What follows belongs to an exercise in optimizing a design on an open flow for small area and a short achievable clock period; a production flow would make more cautious choices.
RTL that was checked went through simulation tests only; none was proved equivalent to the original.
No activity file was given, so power comes from the tool's default toggle rates.

==> quartz: inputs <==
## matrix_mul
module matrix_mul
#(
  parameter int N  = matrix_mul_pkg::N,
  parameter int DW = matrix_mul_pkg::DW,
  parameter int OW = matrix_mul_pkg::OW
) (
  input  logic              clk,
  input  logic              rst_n,
  input  logic              in_valid,
  input  logic [N*N*DW-1:0] a_i,
  input  logic [N*N*DW-1:0] b_i,
  output logic              out_valid,
  output logic [N*N*OW-1:0] y_o
);
Settings: LEC_CHECK=0, CAP_MARGIN=20, CORE_MARGIN=2, CORE_UTILIZATION=68, CTS_CLUSTER_DIAMETER=100, CTS_CLUSTER_SIZE=24, SETUP_SLACK_MARGIN=3.35, SLEW_MARGIN=20, SYNTH_HIERARCHICAL=1, SYNTH_MINIMUM_KEEP_SIZE=0; clock period 5.5 ns.
standard.sh (not shown) runs the stock make flow with config.mk's settings and CLKGATE_MAP_FILE= SYNTH_SCRIPT=/design/flow/synth_recipe.tcl, a recipe that flattens the netlist after the stock synthesis.
==> flow/flow/run.sh <==
#!/bin/bash
# The standard layout (standard.sh), except that the port buffers that
# buffer_ports inserts are buf_4 instead of the default cell (a slow delay buffer).
# Each tool's full output goes to standard.log in this folder.
export BUFFER_PORTS_ARGS="-buffer_cell sky130_fd_sc_hd__buf_4"
bash standard.sh > standard.log 2>&1
==> inputs of juniper, as changes to quartz <==
--- a/flow/design.v
+++ b/flow/design.v
@@ -240,38 +240,38 @@
   logic r218;
   logic r219;
   logic r220;
   logic r221;
   logic r222;
   logic r223;
   logic s224, c225;
-  matrix_mul_xor2 u_s224 (.a(r215), .b(r216), .y(s224));
+  matrix_mul_xnor2 u_s224 (.a(r215), .b(r216), .y(s224));
   matrix_mul_or2 u_c225 (.a(r215), .b(r216), .y(c225));
   logic s226, c227;
   matrix_mul_fa u_s226 (.a(r217), .b(r218), .c(r219), .s(s226), .co(c227));
   logic s228, c229;
-  matrix_mul_xor2 u_s228 (.a(c225), .b(s226), .y(s228));
+  matrix_mul_xnor2 u_s228 (.a(c225), .b(s226), .y(s228));
   matrix_mul_or2 u_c229 (.a(c225), .b(s226), .y(c229));
   logic s230, c231;
   matrix_mul_fa u_s230 (.a(r220), .b(c227), .c(c229), .s(s230), .co(c231));
   logic s232, c233;
   matrix_mul_fa u_s232 (.a(r221), .b(r222), .c(r223), .s(s232), .co(c233));
   logic s234, c235;
-  matrix_mul_xor2 u_s234 (.a(s232), .b(c231), .y(s234));
+  matrix_mul_xnor2 u_s234 (.a(s232), .b(c231), .y(s234));
   matrix_mul_or2 u_c235 (.a(s232), .b(c231), .y(c235));
   wire x236 = c233 ^ c235;
   assign dot_o[0] = ~r210;
   assign dot_o[1] = ~r211;
   assign dot_o[2] = ~r212;
   assign dot_o[3] = ~r213;
   assign dot_o[4] = ~r214;
-  assign dot_o[5] = s224;
-  assign dot_o[6] = s228;
+  assign dot_o[5] = ~s224;
+  assign dot_o[6] = ~s228;
   assign dot_o[7] = ~s230;
-  assign dot_o[8] = s234;
+  assign dot_o[8] = ~s234;
   assign dot_o[9] = x236;
   always_ff @(posedge clk) begin
     r131 <= s67;
     r132 <= s69;
     r133 <= s71;
     r134 <= c68;
     r135 <= s73;
@@ -326,17 +326,14 @@
 module matrix_mul_ha (input logic a, b, output logic s, co);
   assign s  = a ^ b;
   assign co = a & b;
 endmodule
 module matrix_mul_xnor2 (input logic a, b, output logic y);
   assign y = ~(a ^ b);
 endmodule
-module matrix_mul_xor2 (input logic a, b, output logic y);
-  assign y = a ^ b;
-endmodule
 module matrix_mul_or2 (input logic a, b, output logic y);
   assign y = a | b;
 endmodule
 module matrix_mul
 #(
   parameter int N  = matrix_mul_pkg::N,
   parameter int DW = matrix_mul_pkg::DW,
==> flow/flow/run.sh (replaced) <==
#!/bin/bash
# The standard layout (standard.sh), except that the port buffers that
# buffer_ports inserts are buf_2 instead of the default cell (a slow delay buffer).
# Each tool's full output goes to standard.log in this folder.
export BUFFER_PORTS_ARGS="-buffer_cell sky130_fd_sc_hd__buf_2"
bash standard.sh > standard.log 2>&1
==> flow/config.mk (replaced) <==
export PLATFORM = sky130hd
export DESIGN_NAME = matrix_mul
export DESIGN_NICKNAME = matrix_mul
export VERILOG_FILES = /design/flow/design.v
export SDC_FILE = /design/flow/constraint.sdc
export NUM_CORES = 4
export LEC_CHECK = 0
export CAP_MARGIN = 20
export CORE_MARGIN = 2
export CORE_UTILIZATION = 40
export SETUP_SLACK_MARGIN = 3.15
export SLEW_MARGIN = 20
export SYNTH_HIERARCHICAL = 1
export SYNTH_MINIMUM_KEEP_SIZE = 0
==> inputs of fjord, as changes to quartz <==
==> flow/config.mk (replaced) <==
export PLATFORM = sky130hd
export DESIGN_NAME = matrix_mul
export DESIGN_NICKNAME = matrix_mul
export VERILOG_FILES = /design/flow/design.v
export SDC_FILE = /design/flow/constraint.sdc
export NUM_CORES = 4
export LEC_CHECK = 0
export CAP_MARGIN = 20
export CORE_MARGIN = 2
export CORE_UTILIZATION = 75
export CTS_CLUSTER_DIAMETER = 100
export CTS_CLUSTER_SIZE = 24
export SETUP_SLACK_MARGIN = 3.25
export SLEW_MARGIN = 20
export SYNTH_HIERARCHICAL = 1
export SYNTH_MINIMUM_KEEP_SIZE = 0
==> inputs of cedar, as changes to quartz <==
--- a/flow/config.mk
+++ b/flow/config.mk
@@ -6,11 +6,11 @@
 export NUM_CORES = 4
 export LEC_CHECK = 0
 export CAP_MARGIN = 20
 export CORE_MARGIN = 2
 export CORE_UTILIZATION = 68
 export CTS_CLUSTER_DIAMETER = 100
 export CTS_CLUSTER_SIZE = 24
-export SETUP_SLACK_MARGIN = 3.35
+export SETUP_SLACK_MARGIN = 3.25
 export SLEW_MARGIN = 20
 export SYNTH_HIERARCHICAL = 1
 export SYNTH_MINIMUM_KEEP_SIZE = 0
==> notes.md <==
fjord completed without violations. cedar finished clean. juniper completed without violations. quartz completed with no timing, DRC or antenna violations.
First-iteration DRC count, lowest first: juniper, quartz, cedar, fjord.
Synthesized area is the same in quartz and fjord.
Of cedar and juniper, cedar has the higher global-route usage (gap 10 points).
Worst setup slack, highest first: cedar, juniper, quartz, fjord.
Non-clock buffer count is the same in fjord and cedar.
Function not checked in juniper: the RTL went through the layout flow alone.

* * *

==> build 64: inputs <==
matrix_mul, a different RTL version from the one above (not shown whole).
==> flow/config.mk <==
export PLATFORM = sky130hd
export DESIGN_NAME = matrix_mul
export DESIGN_NICKNAME = matrix_mul
export VERILOG_FILES = /design/flow/design.v
export SDC_FILE = /design/flow/constraint.sdc
export NUM_CORES = 4
export LEC_CHECK = 0
export CAP_MARGIN = 20
export CORE_MARGIN = 2
export CORE_UTILIZATION = 40
export SETUP_SLACK_MARGIN = 3.2
export SLEW_MARGIN = 20
export SYNTH_HIERARCHICAL = 1
export SYNTH_MINIMUM_KEEP_SIZE = 0
==> flow/constraint.sdc <==
create_clock -name core_clock -period 5.5 [get_ports {clk}]
set_input_delay 1.1000 -clock core_clock [delete_from_list [all_inputs] [get_ports {clk}]]
set_output_delay 1.1000 -clock core_clock [all_outputs]
set_load 0.01 [all_outputs]
==> flow/flow/run.sh <==
#!/bin/bash
export BUFFER_PORTS_ARGS="-buffer_cell sky130_fd_sc_hd__buf_2"
bash standard.sh > standard.log 2>&1
==> trial 54: changes against build 64 <==
==> flow/run.sh (new file) <==
#!/bin/bash
# synth_recipe.tcl (not shown) runs the flow's synth.tcl, then flattens the netlist and writes it again
# the make line also repeats each setting of config.mk as NAME=value (left out here)
make -C /OpenROAD-flow-scripts/flow DESIGN_CONFIG=/design/flow/config.mk WORK_HOME=/design/flow/orfs CLKGATE_MAP_FILE= SYNTH_SCRIPT=/design/flow/synth_recipe.tcl finish
- SETUP_SLACK_MARGIN: 3.2 -> unset
removed: flow/flow/run.sh
removed: flow/standard.sh
==> trial 14: changes against build 64 <==
- SETUP_SLACK_MARGIN: 3.2 -> 2.9
==> notes.md <==
quantity                                                                                          build 64                          trial 54                          trial 14
Outcome                                                                            complete, no violations           complete, no violations           complete, no violations
Fraction of final layout cells with drive strength greater than 1                                   0.3016                           0.06236                            0.1678
Number of cells upsized or downsized after cts                                                         518                                 0                               115
First element of the critical path                                                                 b_i[59]                           a_i[23]                           b_i[31]
Filler cell count in the final layout                                                                 7989                              8709                              8822
Clock network area share                                                                           0.05916                           0.06221                           0.06450
Crit Reg-Reg Endpoint                                                     g_row[1].g_col[1].y_q[9]$_DFF_P_  g_row[2].g_col[1].y_q[9]$_DFF_P_  g_row[1].g_col[3].y_q[9]$_DFF_P_
Cell total after placement                                                                            4717                              4804                              4719
Final std cell area, no fill                                                                 0.05258 sq mm                     0.04700 sq mm                     0.04669 sq mm
Maximum vdd ir drop                                                                            0.0002937 V                       0.0003133 V                       0.0003303 V
Met2 track utilization from global routing                                                          0.3878                            0.3541                            0.3539
Footprint of the multi-input gates                                                           0.02548 sq mm                     0.02324 sq mm                     0.02452 sq mm
Setup ws final                                                                                     3153 ps                           1885 ps                           2901 ps
Sw power                                                                                          7.896 mW                          7.494 mW                          7.443 mW
Met2 layer wire length in the routed design                                                       62.03 mm                          50.40 mm                          50.91 mm
Sequential power                                                                                   8.81 mW                           8.74 mW                           8.70 mW
Number of violations reported at the end of detailed-routing iteration 0                              2001                              1600                              1855
Sequential cell area in the final layout                                                     0.01514 sq mm                     0.01513 sq mm                     0.01513 sq mm

* * *

==> pepper: inputs <==
matrix_mul with an RTL version that a note above also has.
export LEC_CHECK = 0
export CAP_MARGIN = 20
export CORE_MARGIN = 2
export CORE_UTILIZATION = 40
export SETUP_SLACK_MARGIN = 3.15
export SLEW_MARGIN = 20
export SYNTH_HIERARCHICAL = 1
export SYNTH_MINIMUM_KEEP_SIZE = 0
create_clock -name core_clock -period 5.5 [get_ports {clk}]
==> flow/flow/run.sh <==
#!/bin/bash
# The standard layout (standard.sh), except that the port buffers that
# buffer_ports inserts are buf_4 instead of the default cell (a slow delay buffer).
# Each tool's full output goes to standard.log in this folder.
export BUFFER_PORTS_ARGS="-buffer_cell sky130_fd_sc_hd__buf_4"
bash standard.sh > standard.log 2>&1
==> inputs of lagoon, as changes to pepper <==
--- a/flow/design.v
+++ b/flow/design.v
@@ -240,38 +240,38 @@
   logic r218;
   logic r219;
   logic r220;
   logic r221;
   logic r222;
   logic r223;
   logic s224, c225;
-  matrix_mul_xnor2 u_s224 (.a(r215), .b(r216), .y(s224));
+  matrix_mul_xor2 u_s224 (.a(r215), .b(r216), .y(s224));
   matrix_mul_or2 u_c225 (.a(r215), .b(r216), .y(c225));
   logic s226, c227;
   matrix_mul_fa u_s226 (.a(r217), .b(r218), .c(r219), .s(s226), .co(c227));
   logic s228, c229;
-  matrix_mul_xnor2 u_s228 (.a(c225), .b(s226), .y(s228));
+  matrix_mul_xor2 u_s228 (.a(c225), .b(s226), .y(s228));
   matrix_mul_or2 u_c229 (.a(c225), .b(s226), .y(c229));
   logic s230, c231;
   matrix_mul_fa u_s230 (.a(r220), .b(c227), .c(c229), .s(s230), .co(c231));
   logic s232, c233;
   matrix_mul_fa u_s232 (.a(r221), .b(r222), .c(r223), .s(s232), .co(c233));
   logic s234, c235;
-  matrix_mul_xnor2 u_s234 (.a(s232), .b(c231), .y(s234));
+  matrix_mul_xor2 u_s234 (.a(s232), .b(c231), .y(s234));
   matrix_mul_or2 u_c235 (.a(s232), .b(c231), .y(c235));
   wire x236 = c233 ^ c235;
   assign dot_o[0] = ~r210;
   assign dot_o[1] = ~r211;
   assign dot_o[2] = ~r212;
   assign dot_o[3] = ~r213;
   assign dot_o[4] = ~r214;
-  assign dot_o[5] = ~s224;
-  assign dot_o[6] = ~s228;
+  assign dot_o[5] = s224;
+  assign dot_o[6] = s228;
   assign dot_o[7] = ~s230;
-  assign dot_o[8] = ~s234;
+  assign dot_o[8] = s234;
   assign dot_o[9] = x236;
   always_ff @(posedge clk) begin
     r131 <= s67;
     r132 <= s69;
     r133 <= s71;
     r134 <= c68;
     r135 <= s73;
@@ -326,14 +326,17 @@
 module matrix_mul_ha (input logic a, b, output logic s, co);
   assign s  = a ^ b;
   assign co = a & b;
 endmodule
 module matrix_mul_xnor2 (input logic a, b, output logic y);
   assign y = ~(a ^ b);
 endmodule
+module matrix_mul_xor2 (input logic a, b, output logic y);
+  assign y = a ^ b;
+endmodule
 module matrix_mul_or2 (input logic a, b, output logic y);
   assign y = a | b;
 endmodule
 module matrix_mul
 #(
   parameter int N  = matrix_mul_pkg::N,
   parameter int DW = matrix_mul_pkg::DW,
- CORE_UTILIZATION: 40 -> 60
- CTS_CLUSTER_DIAMETER: default -> 100
- CTS_CLUSTER_SIZE: default -> 24
- SETUP_SLACK_MARGIN: 3.15 -> 3.25
==> inputs of maple, as changes to pepper <==
--- a/flow/design.v
+++ b/flow/design.v
@@ -240,38 +240,38 @@
   logic r218;
   logic r219;
   logic r220;
   logic r221;
   logic r222;
   logic r223;
   logic s224, c225;
-  matrix_mul_xnor2 u_s224 (.a(r215), .b(r216), .y(s224));
+  matrix_mul_xor2 u_s224 (.a(r215), .b(r216), .y(s224));
   matrix_mul_or2 u_c225 (.a(r215), .b(r216), .y(c225));
   logic s226, c227;
   matrix_mul_fa u_s226 (.a(r217), .b(r218), .c(r219), .s(s226), .co(c227));
   logic s228, c229;
-  matrix_mul_xnor2 u_s228 (.a(c225), .b(s226), .y(s228));
+  matrix_mul_xor2 u_s228 (.a(c225), .b(s226), .y(s228));
   matrix_mul_or2 u_c229 (.a(c225), .b(s226), .y(c229));
   logic s230, c231;
   matrix_mul_fa u_s230 (.a(r220), .b(c227), .c(c229), .s(s230), .co(c231));
   logic s232, c233;
   matrix_mul_fa u_s232 (.a(r221), .b(r222), .c(r223), .s(s232), .co(c233));
   logic s234, c235;
-  matrix_mul_xnor2 u_s234 (.a(s232), .b(c231), .y(s234));
+  matrix_mul_xor2 u_s234 (.a(s232), .b(c231), .y(s234));
   matrix_mul_or2 u_c235 (.a(s232), .b(c231), .y(c235));
   wire x236 = c233 ^ c235;
   assign dot_o[0] = ~r210;
   assign dot_o[1] = ~r211;
   assign dot_o[2] = ~r212;
   assign dot_o[3] = ~r213;
   assign dot_o[4] = ~r214;
-  assign dot_o[5] = ~s224;
-  assign dot_o[6] = ~s228;
+  assign dot_o[5] = s224;
+  assign dot_o[6] = s228;
   assign dot_o[7] = ~s230;
-  assign dot_o[8] = ~s234;
+  assign dot_o[8] = s234;
   assign dot_o[9] = x236;
   always_ff @(posedge clk) begin
     r131 <= s67;
     r132 <= s69;
     r133 <= s71;
     r134 <= c68;
     r135 <= s73;
@@ -326,14 +326,17 @@
 module matrix_mul_ha (input logic a, b, output logic s, co);
   assign s  = a ^ b;
   assign co = a & b;
 endmodule
 module matrix_mul_xnor2 (input logic a, b, output logic y);
   assign y = ~(a ^ b);
 endmodule
+module matrix_mul_xor2 (input logic a, b, output logic y);
+  assign y = a ^ b;
+endmodule
 module matrix_mul_or2 (input logic a, b, output logic y);
   assign y = a | b;
 endmodule
 module matrix_mul
 #(
   parameter int N  = matrix_mul_pkg::N,
   parameter int DW = matrix_mul_pkg::DW,
- CTS_CLUSTER_DIAMETER: default -> 80
- CTS_CLUSTER_SIZE: default -> 20
- SETUP_SLACK_MARGIN: 3.15 -> 3.25
==> results.sh <==
export IMPL_outcome="complete, no violations"
export IMPL_p_comb_uw=8550
export IMPL_r2r_end="g_row[0].g_col[0].u_dot.r216"
export IMPL_die_w_um=271.8
export IMPL_worstSkewPairLatency_ns=0.62
export IMPL_fillers=5387
export IMPL_diodes=0
export IMPL_hold_ws_ns=0.2624
Source of the figures above: lagoon

==> results.sh <==
export IMPL_die_w_um=331.3
export IMPL_fillers=9672
export IMPL_synth_largest_area_cell="dfxtp_1"
export IMPL_hold_ws_ns=0.2074
export IMPL_diodes=1
export IMPL_bufAreaShareNonClock_pct=4.371
export IMPL_outcome="complete, no violations"
export IMPL_worstSkewPairLatency_ns=0.69
Source of the figures above: pepper

==> results.sh <==
export IMPL_outcome="complete, no violations"
export IMPL_hold_ws_ns=0.2041
export IMPL_start_util_pct=40.24
export IMPL_synth_simple_area_share_pct=11.03
export IMPL_r2r_end="g_row[2].g_col[0].u_dot.r216"
export IMPL_fillers=9622
export IMPL_synthTopCellsByCount="nand2_1, dfxtp_1, fa_1"
export IMPL_diodes=3
export IMPL_cts_setup_buffers=0
Source of the figures above: maple

Only the layout flow was run in pepper; the RTL was not checked for function there.

re-timing with driven ports:
Ports are ideal in the flow. The routed layouts listed here were re-timed in OpenROAD.
Step 1 (the two cells are an assumption about what drives the block):
set clk [get_ports {clk}]
set_driving_cell -lib_cell sky130_fd_sc_hd__clkbuf_16 $clk
set_driving_cell -lib_cell sky130_fd_sc_hd__buf_2 [delete_from_list [all_inputs] $clk]
Step 2, shift: input delay + t, output delay - t, t = (earliest + latest rising clock arrival at the registers) / 2. This alone moves slack from input paths to output paths.
Three values: ideal, step 1, step 2; two values: the first two.
run	t, ns	slack for setup (ns)	hold WS [ns]	clock arrival spread, ns	pins driven straight from the clock port
quartz	0.673	3.156 / 3.156 / 2.655	0.255 / 0.222 / 0.332	0.031 / 0.032	1
juniper	0.738	3.166 / 3.131 / 2.470	0.224 / 0.181 / 0.327	0.029 / 0.029	1
fjord	0.677	3.130 / 3.130 / 2.714	0.254 / 0.221 / 0.334	0.034 / 0.033	1
cedar	0.672	3.203 / 3.203 / 2.744	0.249 / 0.222 / 0.326	0.033 / 0.033	1
build 64	0.726	3.153 / 2.969 / 2.243	0.226 / 0.183 / 0.322	0.042 / 0.042	1
trial 54	0.728	1.885 / 1.907 / 1.179	0.326 / 0.326 / 0.326	0.036 / 0.036	1
trial 14	0.709	2.901 / 2.931 / 2.222	0.226 / 0.187 / 0.317	0.034 / 0.034	1
pepper	0.744	3.137 / 3.135 / 2.683	0.207 / 0.174 / 0.324	0.038 / 0.039	1
lagoon	0.678	3.201 / 3.185 / 2.716	0.262 / 0.222 / 0.310	0.036 / 0.035	1
maple	0.735	3.172 / 3.155 / 2.712	0.204 / 0.168 / 0.303	0.040 / 0.040	1
After both steps every run listed still meets setup and hold. For build 64, which loses most, drivers alone change the setup slack by -0.184 ns; drivers and shift together by -0.910 ns.
